This design comes from an exercise in tuning for small area, a short achievable clock period and few clock cycles on the open sky130 flow, not from production work.
Function was checked by simulation only, so behaviour that the tests miss may differ from the original.

## north
==> flow/design.v <==
package ccsc_pkg;
  localparam int GEN_W      = 17;
  localparam int GEN_LEN_W  = 5;
  localparam int CFG_W      = 17;
  localparam int CFG_IDX_W  = 2;
  localparam int BYTE_BITS  = 8;
  localparam int DATA_W     = 8;
  localparam int CNT_OUT_W  = 16;
  localparam int LEN_W      = 6;
  localparam logic [GEN_W-1:0]     GEN_BITS_RST = 17'd7;
  localparam logic [GEN_LEN_W-1:0] GEN_LEN_RST  = 5'd3;
  localparam logic                 DW_EIGHT_RST = 1'b0;
  typedef enum logic [CFG_IDX_W-1:0] {
    CFG_GEN_BITS = 2'd0,
    CFG_GEN_LEN  = 2'd1,
    CFG_DW_EIGHT = 2'd2
  } cfg_idx_e;
  typedef struct packed {
    logic [BYTE_BITS-1:0] data_byte;
    logic                 last_byte;
  } in_item_t;
  typedef struct packed {
    logic                 has_codeword;
    logic [DATA_W-1:0]    dataword;
    logic                 codeword_error;
    logic [CNT_OUT_W-1:0] codewords_seen;
    logic [CNT_OUT_W-1:0] errors_seen;
    logic                 final_result;
  } out_item_t;
  typedef struct packed {
    logic [GEN_W-1:0] gen_bits;
    logic [LEN_W-1:0] glen;
    logic [LEN_W-1:0] deg;
    logic [LEN_W-1:0] size;
    logic             dw8;
  } cfg_t;
endpackage
module crc_codeword_stream_checker #(
  parameter int MAX_DEGREE  = 16,
  parameter int COUNT_WIDTH = 16
) (
  input  logic                 clk_i,
  input  logic                 rst_ni,
  input  logic                 push,
  output logic                 full,
  input  logic [8:0]           in_data_i,
  output logic                 empty,
  input  logic                 pop,
  output logic [42:0]          out_data_o,
  input  logic                 cfg_we_i,
  input  logic [1:0]           cfg_index_i,
  input  logic [16:0]          cfg_data_i
);
  logic [15:0] gen_q;
  logic [3:0]  degm1_q;    
  logic        dw8_q;
  logic [3:0]  len_wr;
  always_comb begin
    if (cfg_data_i[4:0] < 5'd2)       len_wr = 4'd0;
    else if (cfg_data_i[4:0] > 5'd17) len_wr = 4'd15;
    else                              len_wr = 4'(cfg_data_i[4:0] - 5'd2);
  end
  always_ff @(posedge clk_i or negedge rst_ni) begin
    if (!rst_ni) begin
      gen_q   <= 16'd7;
      degm1_q <= 4'd1;
      dw8_q   <= 1'b0;
    end else if (cfg_we_i) begin
      case (cfg_index_i)
        2'd0: gen_q   <= cfg_data_i[15:0];
        2'd1: degm1_q <= len_wr;
        2'd2: dw8_q   <= cfg_data_i[0];
        default: ;
      endcase
    end
  end
  logic [4:0]  size_q;
  logic [15:0] gen_al_q;   
  always_ff @(posedge clk_i) begin
    size_q   <= {1'b0, degm1_q} + (dw8_q ? 5'd9 : 5'd5);
    gen_al_q <= gen_q << (4'd15 - degm1_q);
  end
  logic       in_v_q;
  logic [8:0] in_q;
  logic       fin_q;       
  logic       hdr_q;       
  logic [7:0] l_q;         
  logic [3:0] dl_q;        
  logic       dm_q;        
  logic [7:0] isd_q;       
  logic       e2_q;        
  logic [15:0] r_q;        
  logic [7:0] w_q;         
  logic       e_q;         
  logic [7:0]  byte_i;
  logic [15:0] r;
  logic [7:0]  fb;
  assign byte_i = in_q[8:1];
  always_comb begin
    r = r_q;
    for (int t = 0; t < 8; t++) begin
      fb[t] = byte_i[7 - t] ^ r[15];
      r = {r[14:0], 1'b0} ^ ((fb[t] && isd_q[t]) ? gen_al_q : 16'd0);
    end
  end
  logic        end1;
  logic [7:0]  cur, chk0, chk1;
  logic        err0, err1, e;
  assign end1 = e1_q;
  always_comb begin
    for (int t = 0; t < 8; t++) cur[t] = (l_q > 8'(t));
  end
  assign chk0 = cur & ~isd_q;
  assign chk1 = ~cur & ~isd_q;
  assign err0 = e_q || |(fb & chk0);
  assign err1 = |(fb & chk1);
  assign e    = !end1 ? err0 : (!e2_q ? err1 : 1'b0);
  logic [15:0] wcat;
  logic [7:0]  s_w, b_al, w;
  logic [9:0]  cw0, cw1;
  assign wcat = {w_q, byte_i} << dl_q;
  assign s_w  = wcat[15:8];
  assign b_al = byte_i >> (3'd4 - l_q[2:0]);
  assign w    = (end1 && l_q != 8'd8) ? ((!dw8_q && l_q <= 8'd3 && !e2_q) ? b_al : byte_i) : s_w;
  assign cw0 = (end1 && !dm_q) ? {1'b1, dw8_q ? s_w[7:4] : 4'd0, s_w[3:0], err0}
                               : {1'b1, 4'd0, b_al[3:0], err1};
  assign cw1 = {1'b1, 4'd0, b_al[3:0], err1};
  logic [5:0]  s2, s3;
  logic [6:0]  s4;
  logic        e1_n, e2_n;
  logic [7:0]  l_n;
  logic [3:0]  dl_n;
  logic        dm_n;
  logic        ln_big;
  logic [5:0]  l2_n;
  logic [7:0]  isd_n;
  assign s2 = {2'd0, l_q[3:0]} + {1'b0, size_q};
  assign s3 = s2 + {1'b0, size_q};
  assign s4 = {1'b0, s3} + {2'd0, size_q};
  always_comb begin
    if (!hdr_q) begin
      if (byte_i == 8'd0) begin
        l_n  = {3'd0, size_q};
        dl_n = dw8_q ? 4'd8 : 4'd4;
        dm_n = 1'b0;
      end else begin
        l_n  = byte_i;
        dl_n = 4'd0;
        dm_n = 1'b1;
      end
      e1_n = (byte_i == 8'd0) ? (size_q <= 5'd8) : (byte_i <= 8'd8);
      e2_n = (byte_i != 8'd0) && (byte_i[7:3] == 5'd0) && ({3'd0, byte_i[2:0]} + size_q <= 5'd8);
    end else if (!end1) begin
      l_n  = l_q - 8'd8;
      dl_n = 4'd0;
      dm_n = dm_q;
      e1_n = (l_q <= 8'd16);
      e2_n = (l_q[7:4] == 4'd0) && (s2 <= 6'd16);
    end else if (!e2_q) begin
      l_n  = {2'd0, s2 - 6'd8};
      dl_n = dw8_q ? l_q[3:0] : ((l_q[3:0] > 4'd4) ? l_q[3:0] - 4'd4 : 4'd0);
      dm_n = 1'b0;
      e1_n = (s2 <= 6'd16);
      e2_n = (s3 <= 6'd16);
    end else begin
      l_n  = {2'd0, s3 - 6'd8};
      dl_n = 4'(s2 - 6'd4);
      dm_n = 1'b0;
      e1_n = (s3 <= 6'd16);
      e2_n = (s4 <= 7'd16);
    end
  end
  assign ln_big = (l_n[7:3] != 5'd0);
  assign l2_n   = {3'd0, l_n[2:0]} + {1'b0, size_q};
  always_comb begin
    for (int t = 0; t < 8; t++) begin
      isd_n[t] = (dl_n > 4'(t)) ||
                 (!ln_big && (l_n[2:0] <= 3'(t)) && (dw8_q || {1'b0, l_n[2:0]} + 4'd4 > 4'(t))) ||
                 (!ln_big && (l2_n <= 6'(t)));
    end
  end
  logic       v0_q, v1_q;   
  logic       pa_q, e1_q;
  logic [1:0] kb_q;         
  logic       proc, fin_emit, accept;
  logic [1:0] k;
  logic [9:0] nw0, nw1;
  assign proc     = in_v_q && pa_q;
  assign full     = in_v_q && !pa_q;
  assign accept   = push && !full;
  assign fin_emit = fin_q && !v1_q;
  assign k   = fin_emit ? 2'd1 : (proc ? kb_q : 2'd0);
  assign nw0 = fin_emit ? 10'd0 : cw0;
  assign nw1 = cw1;
  logic       in_v_n, hdr_n, fin_n;
  logic [1:0] kb_n;
  assign in_v_n = accept || (in_v_q && !proc);
  assign hdr_n  = proc ? !in_q[0] : hdr_q;
  assign fin_n  = (fin_q && !fin_emit) || (proc && in_q[0]);
  assign kb_n   = !hdr_n ? 2'd0 : (proc ? ({1'b0, e1_n && !dm_n} + {1'b0, e2_n}) : kb_q);
  always_ff @(posedge clk_i or negedge rst_ni) begin
    if (!rst_ni) begin
      in_v_q <= 1'b0;
      fin_q  <= 1'b0;
      hdr_q  <= 1'b0;
      kb_q   <= 2'd0;
    end else begin
      in_v_q <= in_v_n;
      fin_q  <= fin_n;
      hdr_q  <= hdr_n;
      kb_q   <= kb_n;
    end
  end
  always_ff @(posedge clk_i) begin
    if (accept) in_q <= in_data_i;
  end
  always_ff @(posedge clk_i) begin
    if (proc) begin
      l_q   <= l_n;
      dl_q  <= dl_n;
      dm_q  <= dm_n;
      isd_q <= isd_n;
      e1_q  <= e1_n;
      e2_q  <= e2_n;
      if (!hdr_q) begin
        r_q <= '0;
        e_q <= 1'b0;
      end else begin
        r_q <= r;
        w_q <= w;
        e_q <= e;
      end
    end
  end
  logic [9:0]  q0_q, q1_q, nh;
  logic        ld, lastfin_q;
  logic [15:0] tot_q, err_q, tot_b, err_b, tot_i, err_i;
  logic        v0_a, v1_a, v0_b, v1_b, pa_a, pa_b, pp;
  logic        em_q;      
  assign nh = (v0_q && v1_q) ? q1_q : nw0;
  assign ld = (v0_q && v1_q) || (k != 2'd0);
  assign pp = pop && v0_q;
  assign v0_a = ld;
  assign v1_a = v1_q && (k != 2'd0);
  assign v0_b = v0_q || (k != 2'd0);
  assign v1_b = v0_q ? (v1_q || (k != 2'd0)) : (k == 2'd2);
  assign pa_a = (!fin_n || !v1_a) && (kb_n == 2'd0 || (kb_n == 2'd1 && !v1_a) || !v0_a);
  assign pa_b = (!fin_n || !v1_b) && (kb_n == 2'd0 || (kb_n == 2'd1 && !v1_b) || !v0_b);
  always_ff @(posedge clk_i or negedge rst_ni) begin
    if (!rst_ni) begin
      v0_q <= 1'b0;
      em_q <= 1'b1;
      v1_q <= 1'b0;
      pa_q <= 1'b1;
    end else begin
      v0_q <= pp ? v0_a : v0_b;
      em_q <= pp ? !v0_a : !v0_b;
      v1_q <= pp ? v1_a : v1_b;
      pa_q <= pp ? pa_a : pa_b;
    end
  end
  always_ff @(posedge clk_i) begin
    if (!v0_q || pop) q0_q <= nh;
    if (!v0_q || !v1_q || pop) q1_q <= v0_q ? nw0 : nw1;
  end
  assign tot_b = tot_q & {16{!lastfin_q}};
  assign err_b = err_q & {16{!lastfin_q}};
  assign tot_i = (&tot_b) ? tot_b : tot_b + 16'd1;
  assign err_i = (&err_b) ? err_b : err_b + 16'd1;
  always_ff @(posedge clk_i or negedge rst_ni) begin
    if (!rst_ni)                       lastfin_q <= 1'b1;
    else if ((!v0_q || pop) && ld)     lastfin_q <= !nh[9];
  end
  always_ff @(posedge clk_i) begin
    if ((!v0_q || pop) && ld) begin
      tot_q <= nh[9] ? tot_i : tot_b;
      err_q <= (nh[9] && nh[0]) ? err_i : err_b;
    end
  end
  assign empty      = em_q;
  assign out_data_o = {q0_q, tot_q, err_q, !q0_q[9]};
endmodule
Settings: LEC_CHECK=0, CAP_MARGIN=20, CORE_MARGIN=2, CORE_UTILIZATION=65, CTS_BUF_LIST=sky130_fd_sc_hd__clkbuf_8, SLEW_MARGIN=20; clock period 22.0 ns.
standard.sh (not shown) runs the stock make flow with config.mk's settings and CLKGATE_MAP_FILE= SYNTH_SCRIPT=/design/flow/synth_recipe.tcl, a recipe that flattens the netlist after the stock synthesis.
==> flow/flow/run.sh <==
#!/bin/bash
# Standard layout, with plain buffers (instead of delay cells) on the ports.
export BUFFER_PORTS_ARGS="-buffer_cell sky130_fd_sc_hd__buf_2"
bash standard.sh > standard.log 2>&1
Testbench counts of north, summed over its fixed seeds: cycles 6,315.
#### Input delta (south over north)
-- flow/design.v --
<<< north, line 182
  logic       v0_q, v1_q;   
  logic       pa_q, e1_q;
  logic [1:0] kb_q;         
  logic       proc, fin_emit, accept;
>>> south, line 182
  logic       v0_q, v1_q;   
  logic       pa_q, e1_q;
  logic       full_q;       
  logic [1:0] kb_q;         
  logic       proc, fin_emit, accept;
<<< north, line 187
  logic [9:0] nw0, nw1;
  assign proc     = in_v_q && pa_q;
  assign full     = in_v_q && !pa_q;
  assign accept   = push && !full;
  assign fin_emit = fin_q && !v1_q;
>>> south, line 188
  logic [9:0] nw0, nw1;
  assign proc     = in_v_q && pa_q;
  assign full     = full_q;
  assign accept   = push && !full;
  assign fin_emit = fin_q && !v1_q;
<<< north, line 249
  always_ff @(posedge clk_i or negedge rst_ni) begin
    if (!rst_ni) begin
      v0_q <= 1'b0;
      em_q <= 1'b1;
      v1_q <= 1'b0;
      pa_q <= 1'b1;
    end else begin
      v0_q <= pp ? v0_a : v0_b;
      em_q <= pp ? !v0_a : !v0_b;
>>> south, line 250
  always_ff @(posedge clk_i or negedge rst_ni) begin
    if (!rst_ni) begin
      v0_q   <= 1'b0;
      em_q   <= 1'b1;
      v1_q   <= 1'b0;
      pa_q   <= 1'b1;
      full_q <= 1'b0;
    end else begin
      full_q <= in_v_n && !(pp ? pa_a : pa_b);
      v0_q <= pp ? v0_a : v0_b;
      em_q <= pp ? !v0_a : !v0_b;
For post-route clock skew, south and north come out practically identical. Cmp south vs north: post-synthesis to final-layout area growth higher in south. The core of south is more densely filled than that of north. Per the comparison of south with north, non-clock buffer count went down by about 7%, minimum clock period went down by 0.18 ns, largest stage delay on the critical path went up by 0.16 ns. south ended with more maximum number of pins on one net before global-route repair than north. Compared to north, the router laid down more metal wire for south. Summary of south over north: total placed instance area stayed essentially flat, cell area rose by about 0.7%, maximum clock rate rose by about 3.2%, post-synthesis simple-gate area fraction rose by 0.67 points.
Testbench counts of south, summed over its fixed seeds: cycles 6,315.

## re-timing with driven ports
In the flow no input, the clock included, has a driving cell. The finished layouts below were timed again as built, in two steps. Step 1 assumes that a clkbuf_16 drives the clock port and a buf_2 every other input. Step 2 moves the port delays by t, midway between the first and last clock arrival at a register: inputs arrive t later, outputs are due t later. That takes back most of the time a late clock gives input paths. Three values: ideal ports, drivers, drivers and shift; two values: the first two.
| run | t, ns | setup slack, ns | worst hold slack (ns) | worst data-port slew with drivers (ns) |
|---|---|---|---|---|
| north | 0.506 | 16.256 / 16.212 / 16.277 | 0.521 / 0.521 / 0.521 | 0.03 |
| south | 0.510 | 16.435 / 16.415 / 16.280 | 0.520 / 0.520 / 0.520 | 0.03 |
After both steps setup and hold are still met in every run listed. The setup slack of south, which loses most, moves by -0.020 ns with the drivers and by -0.155 ns with both steps.
